From an optimization exercise on the open Yosys and OpenROAD flow, aimed at small area, a short achievable clock period and few clock cycles per item; shortcuts taken in it are not production practice.
In this exercise RTL edits were held to simulation tests only and were not proved equivalent to the original.

## julian_day_converter
module julian_day_converter (
  input  logic                         clk,
  input  logic                         rst_n,
  input  logic                         in_tvalid,
  output logic                         in_tready,
  input  logic [jdc_pkg::TDATA_W-1:0]  in_tdata,
  input  logic                         in_tuser,
  output logic                         out_tvalid,
  input  logic                         out_tready,
  output logic [jdc_pkg::TDATA_W-1:0]  out_tdata,
  output logic                         out_tuser
);
  logic        en;
  logic [13:0] y_mar, y_est;
  logic [8:0]  tday;
  logic        err0;
  logic [13:0] x1_r;      
  logic [9:0]  z1_r;      
  logic        op1_r, err1_r;
  logic [11:0] q;
  logic [15:0] cprod;
  logic [7:0]  cent;
  logic        r99, leap;
  logic [22:0] p;
  logic [9:0]  p2_r;      
  logic [13:0] w2_r;      
  logic [7:0]  c2_r;
  logic        leap2_r, op2_r, err2_r;
  logic [22:0] g;
  logic [9:0]  doy_c;
  logic        corr;
  logic [8:0]  doy;
  logic [13:0] w3_r;      
  logic [9:0]  d3_r;      
  logic        op3_r, err3_r;
  logic [13:0] year_d;
  ...
export LEC_CHECK = 0
export ABC_CLOCK_PERIOD_IN_PS = 4500
export CAP_MARGIN = 20
export CORE_MARGIN = 2
export CORE_UTILIZATION = 40
export SLEW_MARGIN = 20
create_clock -name core_clock -period 6.0 [get_ports {clk}]
standard.sh (not shown) runs the stock make flow with config.mk's settings and CLKGATE_MAP_FILE= SYNTH_SCRIPT=/design/flow/synth_recipe.tcl, a recipe that flattens the netlist after the stock synthesis.
==> flow/flow/run.sh <==
#!/bin/bash
# Standard layout, with the port buffers made of buf_1 instead of the flow's
# default pick, which is a slow delay cell. Every port still gets a buffer.
set -e
cp standard.sh standard_sh.txt
export BUFFER_PORTS_ARGS="-buffer_cell sky130_fd_sc_hd__buf_1"
bash standard.sh > standard.log 2>&1
The first run finished with timing, DRC and antenna clean.
Testbench counts at the start, summed over its fixed seeds: cycles 8,024, items 8,000.
Rerun with:
--- a/flow/config.mk
+++ b/flow/config.mk
@@ -6,7 +6,7 @@
 export NUM_CORES = 4
 export LEC_CHECK = 0
-export ABC_CLOCK_PERIOD_IN_PS = 4500
 export CAP_MARGIN = 20
 export CORE_MARGIN = 2
-export CORE_UTILIZATION = 40
+export CORE_UTILIZATION = 60
+export PLACE_DENSITY = 0.8
 export SLEW_MARGIN = 20
What happened: Clock-buffer cell count is unchanged. Final cell count drops by 7.1%. Synthesized cell count is unchanged. Final area drops by 1.2%. First-iteration DRC count drops by 2.5%. Fmax drops by 0.94%. Core utilization climbs by 22 points.
Rerun with:
==> flow/flow/run.sh (replaced) <==
#!/bin/bash
# Standard layout, with the port buffers made of buf_4 instead of the flow's
# default pick, which is a slow delay cell. Every port still gets a buffer.
set -e
cp standard.sh standard_sh.txt
export BUFFER_PORTS_ARGS="-buffer_cell sky130_fd_sc_hd__buf_4"
bash standard.sh > standard.log 2>&1
--- a/flow/config.mk
+++ b/flow/config.mk
@@ -8,5 +8,4 @@
 export CAP_MARGIN = 20
 export CORE_MARGIN = 2
-export CORE_UTILIZATION = 60
-export PLACE_DENSITY = 0.8
+export CORE_UTILIZATION = 40
 export SLEW_MARGIN = 20
Result:
- global-route usage fell by 8.7 points
- flip-flop and latch count stays the same
- die area rose by about 50%
- wire length rose by 0.65%
- fmax rose by about 1.4%
- core utilization fell by 21 points
Rerun with:
==> flow/run.sh (new file) <==
#!/bin/bash
# synth_recipe.tcl (not shown) runs the flow's synth.tcl, then flattens the netlist and writes it again
# the make line also repeats each setting of config.mk as NAME=value (left out here)
make -C /OpenROAD-flow-scripts/flow DESIGN_CONFIG=/design/flow/config.mk WORK_HOME=/design/flow/orfs CLKGATE_MAP_FILE= SYNTH_SCRIPT=/design/flow/synth_recipe.tcl finish
--- a/flow/config.mk
+++ b/flow/config.mk
@@ -6,4 +6,5 @@
 export NUM_CORES = 4
 export LEC_CHECK = 0
+export ABC_AREA = 1
 export CAP_MARGIN = 20
 export CORE_MARGIN = 2
removed: flow/flow/run.sh
removed: flow/standard.sh
Setup slack degrades by 0.068 ns.
Non-clock buffer count rises by 5.
Clock skew rises by 0.0059 ns.


job 3230:
Another version of the RTL of julian_day_converter (not shown whole).
Size in the first run: about 100 I/O pins, roughly 12,000 um2 of cells after synthesis.
==> flow/config.mk <==
export PLATFORM = sky130hd
export DESIGN_NAME = julian_day_converter
export DESIGN_NICKNAME = julian_day_converter
export VERILOG_FILES = /design/flow/design.v
export SDC_FILE = /design/flow/constraint.sdc
export NUM_CORES = 4
export LEC_CHECK = 0
export CAP_MARGIN = 20
export CORE_MARGIN = 2
export CORE_UTILIZATION = 40
export SLEW_MARGIN = 20
==> flow/constraint.sdc <==
create_clock -name core_clock -period 6.0 [get_ports {clk}]
set_input_delay 1.2000 -clock core_clock [delete_from_list [all_inputs] [get_ports {clk}]]
set_output_delay 1.2000 -clock core_clock [all_outputs]
set_load 0.01 [all_outputs]
==> flow/flow/run.sh <==
#!/bin/bash
# Standard layout with two changes:
# - port buffers are buf_1 instead of the flow's default pick, a slow delay
#   cell; every port still gets its buffer;
# - after the standard synthesis, flow/invopt.py chooses the output polarity
#   of each full-adder cell (a full adder is self-dual) and turns some
#   half-adder cells into an xor and a two-input gate, so that fewer inverters
#   are needed around the adder cells. Registers, ports and all other cells
#   are left as the standard synthesis made them.
set -euo pipefail
cp standard.sh standard_sh.txt
export BUFFER_PORTS_ARGS="-buffer_cell sky130_fd_sc_hd__buf_1"
R=orfs/results/sky130hd/julian_day_converter/base
bash standard.sh synth > standard_synth.log 2>&1
cp $R/1_2_yosys.v yosys_netlist_standard.v
python3 flow/invopt.py yosys_netlist_standard.v $R/1_2_yosys.v > invopt.log 2>&1
touch $R/1_2_yosys.v
bash standard.sh > standard.log 2>&1
Other scripts of this flow, unchanged in this note and not shown: flow/flow/invopt.py
Testbench counts of job 3230, summed over its fixed seeds: cycles 8,024, items 8,000.
Input-level comparison between job 3676 and job 3230:
- an added SETUP_SLACK_MARGIN of 1.2
==> comparison <==
- Job 3676 ran to completion and came out clean on the timing, design-rule and antenna checks.
- Compared with job 3230, in job 3676 hold buffer count at CTS neither gained nor lost much; final critical-path setup slack picked up an extra 0.50 ns; routed wire length picked up an extra about 4.6%; portion of the layout cell area used by non-clock buffers picked up an extra 3.7 points.


Starting RTL as in the previous note.
export LEC_CHECK = 0
export CAP_MARGIN = 20
export CORE_MARGIN = 2
export CORE_UTILIZATION = 40
export SETUP_SLACK_MARGIN = 1.2
export SLEW_MARGIN = 20
create_clock -name core_clock -period 6.0 [get_ports {clk}]
==> flow/flow/run.sh <==
#!/bin/bash
# Standard layout with two changes:
# - port buffers are buf_1 instead of the flow's default pick, a slow delay
#   cell; every port still gets its buffer;
# - after the standard synthesis, flow/invopt.py chooses the output polarity
#   of each full-adder cell (a full adder is self-dual) so that fewer
#   inverters are needed between adder cells. Registers, ports and all other
#   cells are left as the standard synthesis made them.
set -euo pipefail
cp standard.sh standard_sh.txt
export BUFFER_PORTS_ARGS="-buffer_cell sky130_fd_sc_hd__buf_1"
R=orfs/results/sky130hd/julian_day_converter/base
bash standard.sh synth > standard_synth.log 2>&1
cp $R/1_2_yosys.v yosys_netlist_standard.v
python3 flow/invopt.py yosys_netlist_standard.v $R/1_2_yosys.v > invopt.log 2>&1
touch $R/1_2_yosys.v
bash standard.sh > standard.log 2>&1
Other scripts of this flow, unchanged in this note and not shown: flow/flow/invopt.py
Testbench counts at the start, summed over its fixed seeds: cycles 8,024, items 8,000.
Change:
--- a/flow/config.mk
+++ b/flow/config.mk
@@ -11 +11 @@
-export SETUP_SLACK_MARGIN = 1.2
+export SETUP_SLACK_MARGIN = 1.6
=> Design area grows by 6.2%; global-route usage grows by 0.36 points; routed wire length grows by 7.1%; sequential share of layout area shrinks by 1.2 points.
Change:
--- a/flow/config.mk
+++ b/flow/config.mk
@@ -11 +11 @@
-export SETUP_SLACK_MARGIN = 1.6
+export SETUP_SLACK_MARGIN = 1.0
Non-clock buffer count went down by 54.
Global-route usage went down by 0.39 points.
Routed wire length went down by a few percent.
Die area does not change.
Design area went down by a little under a tenth.
Via count went down by a few percent.
Final cell count went down by a few percent.
Change:
--- a/flow/config.mk
+++ b/flow/config.mk
@@ -11 +11 @@
-export SETUP_SLACK_MARGIN = 1.0
+export SETUP_SLACK_MARGIN = 2.0
Result: Sequential share of layout area fell by 2.3 points; final cell count rose by a few percent; die area is unchanged; wire length rose by roughly a tenth; fmax hardly moves; synthesized area does not change; cell area rose by roughly a tenth; setup slack is worse by 8.3 ps; clock-buffer cell count rose by 1.
Change:
--- a/flow/config.mk
+++ b/flow/config.mk
@@ -11 +10,0 @@
-export SETUP_SLACK_MARGIN = 2.0
Result: Critical path depth increases by 1.
Change:
--- a/flow/config.mk
+++ b/flow/config.mk
@@ -10 +10,3 @@
-export CORE_UTILIZATION = 40
+export CORE_UTILIZATION = 70
+export PLACE_DENSITY = 0.8
+export SETUP_SLACK_MARGIN = 1.0
Wire length grows by 1.3%; area after synthesis is unchanged; setup slack gets better by 400 ps; core utilization grows by 35 points; sequential share of layout area shrinks by 0.23 points; worst hold slack stays flat.

## afterwards: timing with drivers on the ports
Ports are ideal in the flow. The routed layouts listed here were re-timed in OpenROAD. Step 1, drivers: a clkbuf_16 drives clk and a buf_2 each remaining input, both assumed. Step 2 also shifts input and output timing later by t, the mid clock arrival at the registers, as if the neighbouring blocks saw the same clock. Three values: ideal ports, drivers, drivers and shift; two values: the first two.
run | shift t [ns] | setup slack, ns | pins driven straight from the clock port
the first run of note 1 | 0.386 | 0.453 / 0.477 / 0.091 | 1
the second run of note 1 | 0.395 | 0.400 / 0.421 / 0.026 | 1
the third run of note 1 | 0.389 | 0.475 / 0.497 / 0.108 | 1
the fourth run of note 1 | 0.403 | 0.407 / 0.358 / 0.252 | 1
job 3230 | 0.389 | 0.681 / 0.702 / 0.314 | 1
job 3676 | 0.390 | 1.186 / 1.192 / 0.803 | 1
the first run of note 3 | 0.393 | 1.212 / 1.230 / 0.837 | 1
the second run of note 3 | 0.396 | 1.156 / 1.165 / 0.770 | 1
the third run of note 3 | 0.396 | 1.160 / 1.169 / 0.773 | 1
the fourth run of note 3 | 0.403 | 1.152 / 1.165 / 0.761 | 1
the fifth run of note 3 | 0.404 | 0.731 / 0.758 / 0.354 | 1
the sixth run of note 3 | 0.393 | 1.126 / 1.149 / 0.757 | 1
After both steps every run listed still meets setup and hold. The setup slack of the fourth run of note 3, which loses most, moves by +0.013 ns with the drivers and by -0.391 ns with both steps.
